Background: an optimization exercise with open tools, aiming at small area and few clock cycles. Do not read the settings as production practice. Function was checked by simulation only, so behaviour that the tests miss may differ from the original. Power figures rest on the tool's default switching activity, not on a simulated workload.

// stable_min_priority_queue
module stable_min_priority_queue
#(
   parameter int DEPTH        = 16,
   parameter int PAYLOAD_BITS = 16,
   parameter int WRITE_STRIDE = 2      
) (
   input  wire logic                  clock,
   input  wire logic                  reset,
   input  wire logic                  req_tvalid,
   output logic                       req_tready,
   input  wire logic [smpq_pkg::REQ_DATA_W-1:0] req_tdata,   
   input  wire logic [smpq_pkg::OP_W-1:0]       req_tuser,   
   output logic                       rsp_tvalid,
   input  wire logic                  rsp_tready,
   output logic [smpq_pkg::RSP_DATA_W-1:0]      rsp_tdata,   
   output logic [smpq_pkg::RSP_USER_W-1:0]      rsp_tuser    
);
   localparam int RANK_W = $clog2(DEPTH);
   localparam int CNT_W  = $clog2(DEPTH + 1);
   logic             is_empty, is_full, last_one;
   logic                    accept;
   smpq_pkg::op_type        op;
   logic [smpq_pkg::PRIO_W-1:0] req_prio, req_prio_n;
  ...
export LEC_CHECK = 0
export CAP_MARGIN = 20
export CORE_MARGIN = 2
export CORE_UTILIZATION = 40
export CTS_CLUSTER_DIAMETER = 90
export CTS_CLUSTER_SIZE = 24
export GPL_TIMING_DRIVEN = 0
export SLEW_MARGIN = 20
export SYNTH_HIERARCHICAL = 1
export SYNTH_MINIMUM_KEEP_SIZE = 0
create_clock -name core_clock -period 6.0 [get_ports {clock}]
standard.sh (not shown) runs the stock make flow with config.mk's settings and CLKGATE_MAP_FILE= SYNTH_SCRIPT=/design/flow/synth_recipe.tcl, a recipe that flattens the netlist after the stock synthesis.
==> flow/flow/run.sh <==
#!/bin/bash
# Standard synthesis, then every combinational cell set to its smallest drive
# strength (the layout's repair steps size up again where needed), then the
# standard layout with the smallest buffer on the ports and clock tree
# synthesis run without dummy loads.
set -euo pipefail
R=orfs/results/$FLOW_PLATFORM/stable_min_priority_queue/base
bash standard.sh synth > flow_synth.log 2>&1
python3 flow/downsize.py "$FLOW_HOME/platforms/$FLOW_PLATFORM/lib/sky130_fd_sc_hd__tt_025C_1v80.lib" "$R/1_2_yosys.v" > flow_downsize.log 2>&1
rm -f "$R/1_synth.odb" "$R/1_synth.sdc"
bash standard.sh "BUFFER_PORTS_ARGS=-buffer_cell sky130_fd_sc_hd__buf_1" "CTS_ARGS=-sink_clustering_enable -repair_clock_nets -sink_clustering_size 24 -sink_clustering_max_diameter 90 -dont_use_dummy_load" finish > flow_layout.log 2>&1
==> flow/flow/downsize.py <==
#!/usr/bin/env python3
"""Gate sizing before placement: set every combinational cell in the synthesized
netlist to the smallest drive strength of its type; the flow's repair steps size
up again where slew, capacitance or timing need it. Flip-flops keep their cells."""
import re, sys

lib, netlist = sys.argv[1], sys.argv[2]
text = open(lib).read()
area = {m.group(1): float(m.group(3)) for m in re.finditer(
    r'cell\s*\(\s*"?(\w+)"?\s*\)\s*\{(.*?)area\s*:\s*([\d.]+)', text, re.S)}
seq = set(m.group(1) for m in re.finditer(r'cell\s*\(\s*"?(\w+)"?\s*\)\s*\{[^}]*?\bff\s*\(', text, re.S))
dont = set(sys.argv[3:])

def base(c):
    m = re.match(r'(sky130_fd_sc_hd__\w+?)_(\d+)$', c)
    return (m.group(1), int(m.group(2))) if m else (None, None)

smallest = {}
for c in area:
    b, n = base(c)
    if b is None or c in dont:
        continue
    if b not in smallest or (area[c], n != 1) < (area[smallest[b]], base(smallest[b])[1] != 1):
        smallest[b] = c

v = open(netlist).read()
count = 0
def sub(m):
    global count
    c = m.group(2)
    b, n = base(c)
    if b is None or c in seq or re.search(r'(df|dl|edf|sdf|sedf)', b) or 'conb' in b:
        return m.group(0)
    t = smallest.get(b, c)
    if t != c:
        count += 1
        return m.group(1) + t + m.group(3)
    return m.group(0)
v = re.sub(r'^(\s*)(sky130_fd_sc_hd__\w+)(\s)', sub, v, flags=re.M)
open(netlist, 'w').write(v)
print(f"downsized {count} cells")
Testbench counts at the start, summed over its fixed seeds: cycles 12,516.
Then changed:
Settings changed: CORE_UTILIZATION 40 to 55.
Effect: Critical path depth is unchanged. Sequential share of layout area increases by 0.53 points. Area after synthesis does not change. Clock power barely changes. Total power barely changes. Design area falls by 1.1%. Global-route usage goes up by 7.5 points.


## run 1
Another version of the RTL of stable_min_priority_queue (not shown whole).
Size in the first run: ~6900 cells after synthesis, about 61000 sq um of cells after synthesis.
Settings: LEC_CHECK=0, CAP_MARGIN=5, CORE_MARGIN=2, CORE_UTILIZATION=60, CTS_BUF_LIST=sky130_fd_sc_hd__clkbuf_4 sky130_fd_sc_hd__clkbuf_8, SLEW_MARGIN=5, SYNTH_HIERARCHICAL=1, SYNTH_MINIMUM_KEEP_SIZE=0; clock period 6.0 ns.
run.sh (not shown) runs the stock make flow with config.mk's settings and CLKGATE_MAP_FILE= SYNTH_SCRIPT=/design/flow/synth_recipe.tcl, a recipe that flattens the netlist after the stock synthesis.
Stock flow here: none of the scripts above is used.
In summary, run 1 completed successfully, with a layout that passed the timing, design-rule and antenna checks.
Testbench counts of run 1, summed over its fixed seeds: cycles 12,516.
Edits applied to the flow inputs when going from run 1 to run 2:
Settings: CAP_MARGIN now 20, was 5; CTS_BUF_LIST no longer set, was sky130_fd_sc_hd__clkbuf_4 sky130_fd_sc_hd__clkbuf_8; CORE_UTILIZATION now 40, was 60; SLEW_MARGIN now 20, was 5.
Results
- Run 1 was smaller in final cell area than run 2.
- Run comparison: run 2 capture point of the worst path g_cell[0].u_cell.rank_ff[2]; run 1 capture point of the worst path g_cell[12].u_cell.rank_ff[2]
- Max core utilization across run 2 and run 1: run 1
- Run 2: done, clean on timing, DRC and antenna
- Higher remaining max-slew budget at the tightest pin among run 2 and run 1: run 2


Setup of the previous run:
stable_min_priority_queue with an RTL version that a note above also has.
Size in the first run: about 7000 cells after synthesis, about 110 I/O pins.
clock: 6.0 ns
lec_check: 0
cap_margin: 20
core_margin: 2
core_utilization: 40
cts_cluster_diameter: 90
cts_cluster_size: 24
gpl_timing_driven: 0
slew_margin: 20
synth_hierarchical: 1
synth_minimum_keep_size: 0
standard.sh (not shown) runs the stock make flow with config.mk's settings and CLKGATE_MAP_FILE= SYNTH_SCRIPT=/design/flow/synth_recipe.tcl, a recipe that flattens the netlist after the stock synthesis.
==> flow/flow/run.sh <==
#!/bin/bash
# Standard synthesis, then every combinational cell set to its smallest drive
# strength (the layout's repair steps size up again where needed), then the
# standard layout with the smallest buffer on the ports and clock tree
# synthesis run without dummy loads.
set -euo pipefail
R=orfs/results/$FLOW_PLATFORM/stable_min_priority_queue/base
bash standard.sh synth > flow_synth.log 2>&1
python3 flow/downsize.py "$FLOW_HOME/platforms/$FLOW_PLATFORM/lib/sky130_fd_sc_hd__tt_025C_1v80.lib" "$R/1_2_yosys.v" > flow_downsize.log 2>&1
rm -f "$R/1_synth.odb" "$R/1_synth.sdc"
bash standard.sh "BUFFER_PORTS_ARGS=-buffer_cell sky130_fd_sc_hd__buf_1" "CTS_ARGS=-sink_clustering_enable -repair_clock_nets -buf_list sky130_fd_sc_hd__clkbuf_8 -sink_clustering_size 14 -sink_clustering_max_diameter 70 -dont_use_dummy_load" finish > flow_layout.log 2>&1
Scripts as last shown in full above: flow/flow/downsize.py
The previous run completed every stage of the flow, and the final layout passed the timing, design-rule and antenna checks.
Testbench counts of the previous run, summed over its fixed seeds: cycles 12,516.
The inputs of the current run differ from those of the previous run as listed below.
==> flow/flow/run.sh <==
#!/bin/bash
# Standard synthesis, then every combinational cell set to its smallest drive
# strength (the layout's repair steps size up again where needed), then the
# standard layout with clock tree synthesis run without dummy loads.
set -euo pipefail
R=orfs/results/$FLOW_PLATFORM/stable_min_priority_queue/base
bash standard.sh synth > flow_synth.log 2>&1
python3 flow/downsize.py "$FLOW_HOME/platforms/$FLOW_PLATFORM/lib/sky130_fd_sc_hd__tt_025C_1v80.lib" "$R/1_2_yosys.v" > flow_downsize.log 2>&1
rm -f "$R/1_synth.odb" "$R/1_synth.sdc"
bash standard.sh "CTS_ARGS=-sink_clustering_enable -repair_clock_nets -sink_clustering_size 24 -sink_clustering_max_diameter 90 -dont_use_dummy_load" finish > flow_layout.log 2>&1
--- outcome ---
- The current run did not stop at any stage, and its layout met the timing, design-rule and antenna checks.
- Going from the previous run to the current run, clock buffer count went down; sequential share of layout area went down 0.54 points; via count saw a decrease; signed area change from the synthesized netlist to the final layout increased 1.3 points.
- Compared the current run vs the previous run, and count of placed standard cells in the final layout, fillers left out is down in the current run.
- Delta(internal power contribution, the current run - the previous run) > 0

separate check: timing with driven ports:
How much do the figures lean on ideal ports? The routed layouts below were timed once more, with nothing changed but the port constraints. Step 1 assumes that a clkbuf_16 drives the clock port and a buf_2 every other input. Step 2 adds t to the input delays and takes it off the output delays; t is the mean of the earliest and latest rising clock arrival at the registers after step 1. Input paths then give back, and output paths get back, about the clock's delay inside the block. Three values: ideal ports, drivers, drivers and shift; two values: the first two.
run	shift t [ns]	slack for setup (ns)	worst data-port slew with drivers (ns)	pins driven straight from the clock port
the first run of note 1	0.732	0.294 / 0.294 / 0.152	0.17	1
the second run of note 1	0.742	0.163 / 0.163 / 0.071	0.10	1
run 1	0.966	0.164 / 0.200 / -0.766	0.08	1
run 2	0.871	0.163 / 0.134 / -0.737	0.11	1
the previous run	0.910	0.229 / 0.229 / 0.124	0.17	1
the current run	0.729	0.288 / 0.288 / -0.133	0.17	1
Met with ideal ports but missed after step 2: setup timing in run 1, run 2 and the current run. For run 1, which loses most, drivers alone change the setup slack by +0.036 ns; drivers and shift together by -0.930 ns.
